This is an optimization exercise on Yosys and OpenROAD, whose aim is small area, not a production implementation. Function was checked by simulation only, so behaviour that the tests miss may differ from the original. No activity file was given, so power comes from the tool's default toggle rates.

north:
==> flow/design.v <==
module pipe_decode #(
  parameter int  WIDTH = 32,
  parameter int  NREG  = 32,
  parameter int  IMM_W = 16,
  localparam int AW    = $clog2(NREG)
) (
  input  logic             clk,
  input  logic             rst,
  input  logic             in_valid,
  output logic             in_ready,
  input  logic [31:0]      instr,
  input  logic             regDst,
  input  logic             regWrite,
  input  logic             memRead,
  input  logic             memToReg,
  input  logic             wb_en,
  input  logic [AW-1:0]    wb_addr,
  input  logic [WIDTH-1:0] wb_data,
  output logic             out_valid,
  input  logic             out_ready,
  output logic [WIDTH-1:0] out_rs_data,
  output logic [WIDTH-1:0] out_rt_data,
  output logic [WIDTH-1:0] out_imm,
  output logic [AW-1:0]    out_dest,
  output logic             out_regWrite,
  output logic             out_memRead,
  output logic             out_memToReg,
  output logic             stall
);
  logic [WIDTH-1:0] regs [NREG];
  logic [NREG-1:0]  rvalid;
  logic [NREG-1:0]  we, rs_sel, rt_sel;
  logic [AW-1:0]    rs, rt, rd, dest;
  logic [WIDTH-1:0] rs_data, rt_data;
  logic [IMM_W-1:0] imm_q;
  logic             hz, load;
  assign rs   = instr[21 +: AW];
  assign rt   = instr[16 +: AW];
  assign rd   = instr[11 +: AW];
  assign dest = regDst ? rd : rt;
  always_comb begin
    for (int i = 0; i < NREG; i++)
      we[i] = wb_en && (wb_addr == AW'(i)) && (i != 0);
  end
  always_ff @(posedge clk or negedge rst) begin
    if (!rst) rvalid <= '0;
    else      rvalid <= rvalid | we;
  end
  logic ph;
  always_ff @(posedge clk or negedge rst) begin
    if (!rst) ph <= 1'b0;
    else      ph <= ~ph;
  end
  logic [WIDTH-1:0] xw;
  assign xw = wb_data ^ {WIDTH{ph}};
  for (genvar i = 1; i < NREG; i++) begin : g_reg
    logic [WIDTH-1:0] d;
    for (genvar b = 0; b < WIDTH; b++) begin : g_bit
      pd_oai22 u_h (.a0(~we[i]), .b0(xw[b]), .a1(we[i]), .b1(regs[i][b]), .y(d[b]));
    end
    always_ff @(posedge clk) regs[i] <= d;
  end
  always_comb begin
    rs_sel[0] = 1'b0;
    rt_sel[0] = 1'b0;
    for (int i = 1; i < NREG; i++) begin
      rs_sel[i] = (rs == AW'(i)) && rvalid[i];
      rt_sel[i] = (rt == AW'(i)) && rvalid[i];
    end
  end
  localparam int NT = (NREG - 1) / 3;
  logic [WIDTH-1:0] rs_part [NT+1];
  logic [WIDTH-1:0] rt_part [NT+1];
  for (genvar g = 0; g < NT; g++) begin : g_rd
    for (genvar b = 0; b < WIDTH; b++) begin : g_bit
      pd_aoi222 u_rs (.a0(rs_sel[3*g+1]), .b0(regs[3*g+1][b]),
                      .a1(rs_sel[3*g+2]), .b1(regs[3*g+2][b]),
                      .a2(rs_sel[3*g+3]), .b2(regs[3*g+3][b]),
                      .y(rs_part[g][b]));
      pd_aoi222 u_rt (.a0(rt_sel[3*g+1]), .b0(regs[3*g+1][b]),
                      .a1(rt_sel[3*g+2]), .b1(regs[3*g+2][b]),
                      .a2(rt_sel[3*g+3]), .b2(regs[3*g+3][b]),
                      .y(rt_part[g][b]));
    end
  end
  assign rs_part[NT] = ~(regs[NREG-1] & {WIDTH{rs_sel[NREG-1]}});
  assign rt_part[NT] = ~(regs[NREG-1] & {WIDTH{rt_sel[NREG-1]}});
  always_comb begin
    rs_data = '0;
    rt_data = '0;
    for (int g = 0; g <= NT; g++) begin
      rs_data = rs_data | ~rs_part[g];
      rt_data = rt_data | ~rt_part[g];
    end
    rs_data = rs_data ^ {WIDTH{ph & (|rs_sel)}};
    rt_data = rt_data ^ {WIDTH{ph & (|rt_sel)}};
  end
  assign hz       = in_valid & out_valid & out_memRead & (out_dest != '0) &
                    ((out_dest == rs) | (out_dest == rt));
  assign stall    = hz;
  assign in_ready = (~out_valid | out_ready) & ~hz;
  assign load     = (~out_valid | out_ready) & ~hz;
  always_ff @(posedge clk or negedge rst) begin
    if (!rst)                        out_valid <= 1'b0;
    else if (in_valid && in_ready)   out_valid <= 1'b1;
    else if (out_valid && out_ready) out_valid <= 1'b0;
  end
  localparam int PW = 2 * WIDTH + IMM_W + AW + 3;
  logic [PW-1:0] pl_q, pl_new, pl_d;
  assign pl_new = {rs_data, rt_data, instr[IMM_W-1:0], dest, regWrite, memRead, memToReg};
  for (genvar b = 0; b < PW; b++) begin : g_pl
    pd_ao22 u_pl (.a0(load), .b0(pl_new[b]), .a1(~load), .b1(pl_q[b]), .y(pl_d[b]));
  end
  always_ff @(posedge clk) begin
    pl_q <= pl_d;
  end
  assign {out_rs_data, out_rt_data, imm_q, out_dest, out_regWrite, out_memRead, out_memToReg} = pl_q;
  assign out_imm = {{(WIDTH-IMM_W){imm_q[IMM_W-1]}}, imm_q};
endmodule
module pd_aoi222 (
  input  logic a0, b0, a1, b1, a2, b2,
  output logic y
);
  assign y = ~((a0 & b0) | (a1 & b1) | (a2 & b2));
endmodule
module pd_oai22 (
  input  logic a0, b0, a1, b1,
  output logic y
);
  assign y = ~((a0 | b0) & (a1 | b1));
endmodule
module pd_ao22 (
  input  logic a0, b0, a1, b1,
  output logic y
);
  assign y = (a0 & b0) | (a1 & b1);
endmodule
export LEC_CHECK = 0
export CAP_MARGIN = 10
export CORE_MARGIN = 2
export CORE_UTILIZATION = 50
export GPL_TIMING_DRIVEN = 0
export PLACE_DENSITY = 0.6
export SLEW_MARGIN = 10
export SYNTH_HIERARCHICAL = 1
create_clock -name core_clock -period 5.0 [get_ports {clk}]
standard.sh (not shown) runs the stock make flow with config.mk's settings and CLKGATE_MAP_FILE= SYNTH_SCRIPT=/design/flow/synth_recipe.tcl, a recipe that flattens the netlist after the stock synthesis.
==> flow/flow/run.sh <==
#!/bin/bash
# Layout flow: the standard flow (standard.sh), run in two calls.
#  1. The standard synthesis, unchanged.
#  2. Floorplan to final layout, with these changes to how cells are chosen:
#     * the port buffers are sky130_fd_sc_hd__buf_1 (the standard flow picks
#       a larger delay buffer), still one buffer on every input and output;
#     * the resizer may not use the largest buffers (buf_6 and up) or the
#       larger XOR gates, so it repairs slew on the register file's wide
#       select and data nets with small buffers;
#     * clock tree synthesis uses small clock buffers (clkbuf_4 at the leaves)
#       and no dummy loads.
# Each call's full make output goes to its own log in this folder; ORFS's
# per-step logs stay under orfs/logs.
set -euo pipefail

bash standard.sh synth > flow_synth.log 2>&1

PLATFORM_DONT_USE="sky130_fd_sc_hd__probe_p_8 sky130_fd_sc_hd__probec_p_8
 sky130_fd_sc_hd__lpflow_bleeder_1
 sky130_fd_sc_hd__lpflow_clkbufkapwr_1 sky130_fd_sc_hd__lpflow_clkbufkapwr_16
 sky130_fd_sc_hd__lpflow_clkbufkapwr_2 sky130_fd_sc_hd__lpflow_clkbufkapwr_4
 sky130_fd_sc_hd__lpflow_clkbufkapwr_8
 sky130_fd_sc_hd__lpflow_clkinvkapwr_1 sky130_fd_sc_hd__lpflow_clkinvkapwr_16
 sky130_fd_sc_hd__lpflow_clkinvkapwr_2 sky130_fd_sc_hd__lpflow_clkinvkapwr_4
 sky130_fd_sc_hd__lpflow_clkinvkapwr_8
 sky130_fd_sc_hd__lpflow_decapkapwr_12 sky130_fd_sc_hd__lpflow_decapkapwr_3
 sky130_fd_sc_hd__lpflow_decapkapwr_4 sky130_fd_sc_hd__lpflow_decapkapwr_6
 sky130_fd_sc_hd__lpflow_decapkapwr_8
 sky130_fd_sc_hd__lpflow_inputiso0n_1 sky130_fd_sc_hd__lpflow_inputiso0p_1
 sky130_fd_sc_hd__lpflow_inputiso1n_1 sky130_fd_sc_hd__lpflow_inputiso1p_1
 sky130_fd_sc_hd__lpflow_inputisolatch_1
 sky130_fd_sc_hd__lpflow_isobufsrc_1 sky130_fd_sc_hd__lpflow_isobufsrc_16
 sky130_fd_sc_hd__lpflow_isobufsrc_2 sky130_fd_sc_hd__lpflow_isobufsrc_4
 sky130_fd_sc_hd__lpflow_isobufsrc_8 sky130_fd_sc_hd__lpflow_isobufsrckapwr_16
 sky130_fd_sc_hd__lpflow_lsbuf_lh_hl_isowell_tap_1
 sky130_fd_sc_hd__lpflow_lsbuf_lh_hl_isowell_tap_2
 sky130_fd_sc_hd__lpflow_lsbuf_lh_hl_isowell_tap_4
 sky130_fd_sc_hd__lpflow_lsbuf_lh_isowell_4
 sky130_fd_sc_hd__lpflow_lsbuf_lh_isowell_tap_1
 sky130_fd_sc_hd__lpflow_lsbuf_lh_isowell_tap_2
 sky130_fd_sc_hd__lpflow_lsbuf_lh_isowell_tap_4"
BIG_BUFS="sky130_fd_sc_hd__buf_6 sky130_fd_sc_hd__buf_8 sky130_fd_sc_hd__buf_12
 sky130_fd_sc_hd__buf_16 sky130_fd_sc_hd__bufbuf_8 sky130_fd_sc_hd__bufbuf_16
 sky130_fd_sc_hd__xor2_2 sky130_fd_sc_hd__xor2_4 sky130_fd_sc_hd__xnor2_2
 sky130_fd_sc_hd__xnor2_4"
DONT_USE=$(echo $PLATFORM_DONT_USE $BIG_BUFS)

bash standard.sh \
  "DONT_USE_CELLS=$DONT_USE" \
  "BUFFER_PORTS_ARGS=-buffer_cell sky130_fd_sc_hd__buf_1" \
  "CTS_ARGS=-sink_clustering_enable -repair_clock_nets -dont_use_dummy_load -sink_clustering_size 8 -sink_clustering_max_diameter 50 -sink_clustering_buffer sky130_fd_sc_hd__clkbuf_4 -buf_list {sky130_fd_sc_hd__clkbuf_4 sky130_fd_sc_hd__clkbuf_8}" \
  finish > flow_make.log 2>&1
Setup changes, north to south
-- flow/flow/run.sh --
<<< north, line 10
#     * clock tree synthesis uses small clock buffers (clkbuf_4 at the leaves)
>>> south, line 10
#     * clock tree synthesis uses small clock buffers, larger sink clusters
<<< north, line 51
  "CTS_ARGS=-sink_clustering_enable -repair_clock_nets -dont_use_dummy_load -sink_clustering_size 8 -sink_clustering_max_diameter 50 -sink_clustering_buffer sky130_fd_sc_hd__clkbuf_4 -buf_list {sky130_fd_sc_hd__clkbuf_4 sky130_fd_sc_hd__clkbuf_8}" \
>>> south, line 51
  "CTS_ARGS=-sink_clustering_enable -repair_clock_nets -dont_use_dummy_load -sink_clustering_size 12 -sink_clustering_max_diameter 60 -buf_list {sky130_fd_sc_hd__clkbuf_4 sky130_fd_sc_hd__clkbuf_8}" \
==> run notes <==
The final layout from south, which completed every stage, passed the timing, DRC and antenna checks at the end of the flow. Measured against each other, north and south differ in sequential share of layout area, the lower figure coming from south. south reports a lower number of nets in the final layout than north does. south vs. north: worst setup slack fell 0.063 ns; power density over the cells increased by 3.1 nW/µm² relative to the old numbers; portion of total power attributed to the clock network moved up; core utilization moved up. Against north, south comes in 0.043 ns higher on transition time at the pin with the least slew margin. Total length of routed wires: south vs north — no meaningful difference. Of north and south, the run reporting the lower clock latency reported for the late side of the worst-skew pair was south. Against north, south comes in 0.54 points lower on met1 routing resource usage after global routing.

[afterwards: timing with drivers on the ports]
The flow's constraints put no driver on any port. The routed layouts listed below were extracted and timed again, unchanged, in two steps.
Step 1 assumes that a clkbuf_16 drives the clock port and a buf_2 every other input.
Step 2 moves the port delays by t, midway between the first and last clock arrival at a register: inputs arrive t later, outputs are due t later. That takes back most of the time a late clock gives input paths.
Three values: no drivers, after step 1, after step 2; two values: the first two.
run	shift t [ns]	setup slack, ns	worst hold slack (ns)	worst setup path at the end	latest minus earliest clock arrival (ns)
north	0.884	0.211 / 0.198 / -0.657	0.074 / 0.035 / 0.474	input to register	0.105 / 0.104
south	0.822	0.148 / 0.163 / -0.651	0.161 / 0.117 / 0.471	input to register	0.059 / 0.059
Met with ideal ports but missed after step 2: setup timing in north and south. The setup slack of north, which loses most, moves by -0.013 ns with the drivers and by -0.868 ns with both steps.
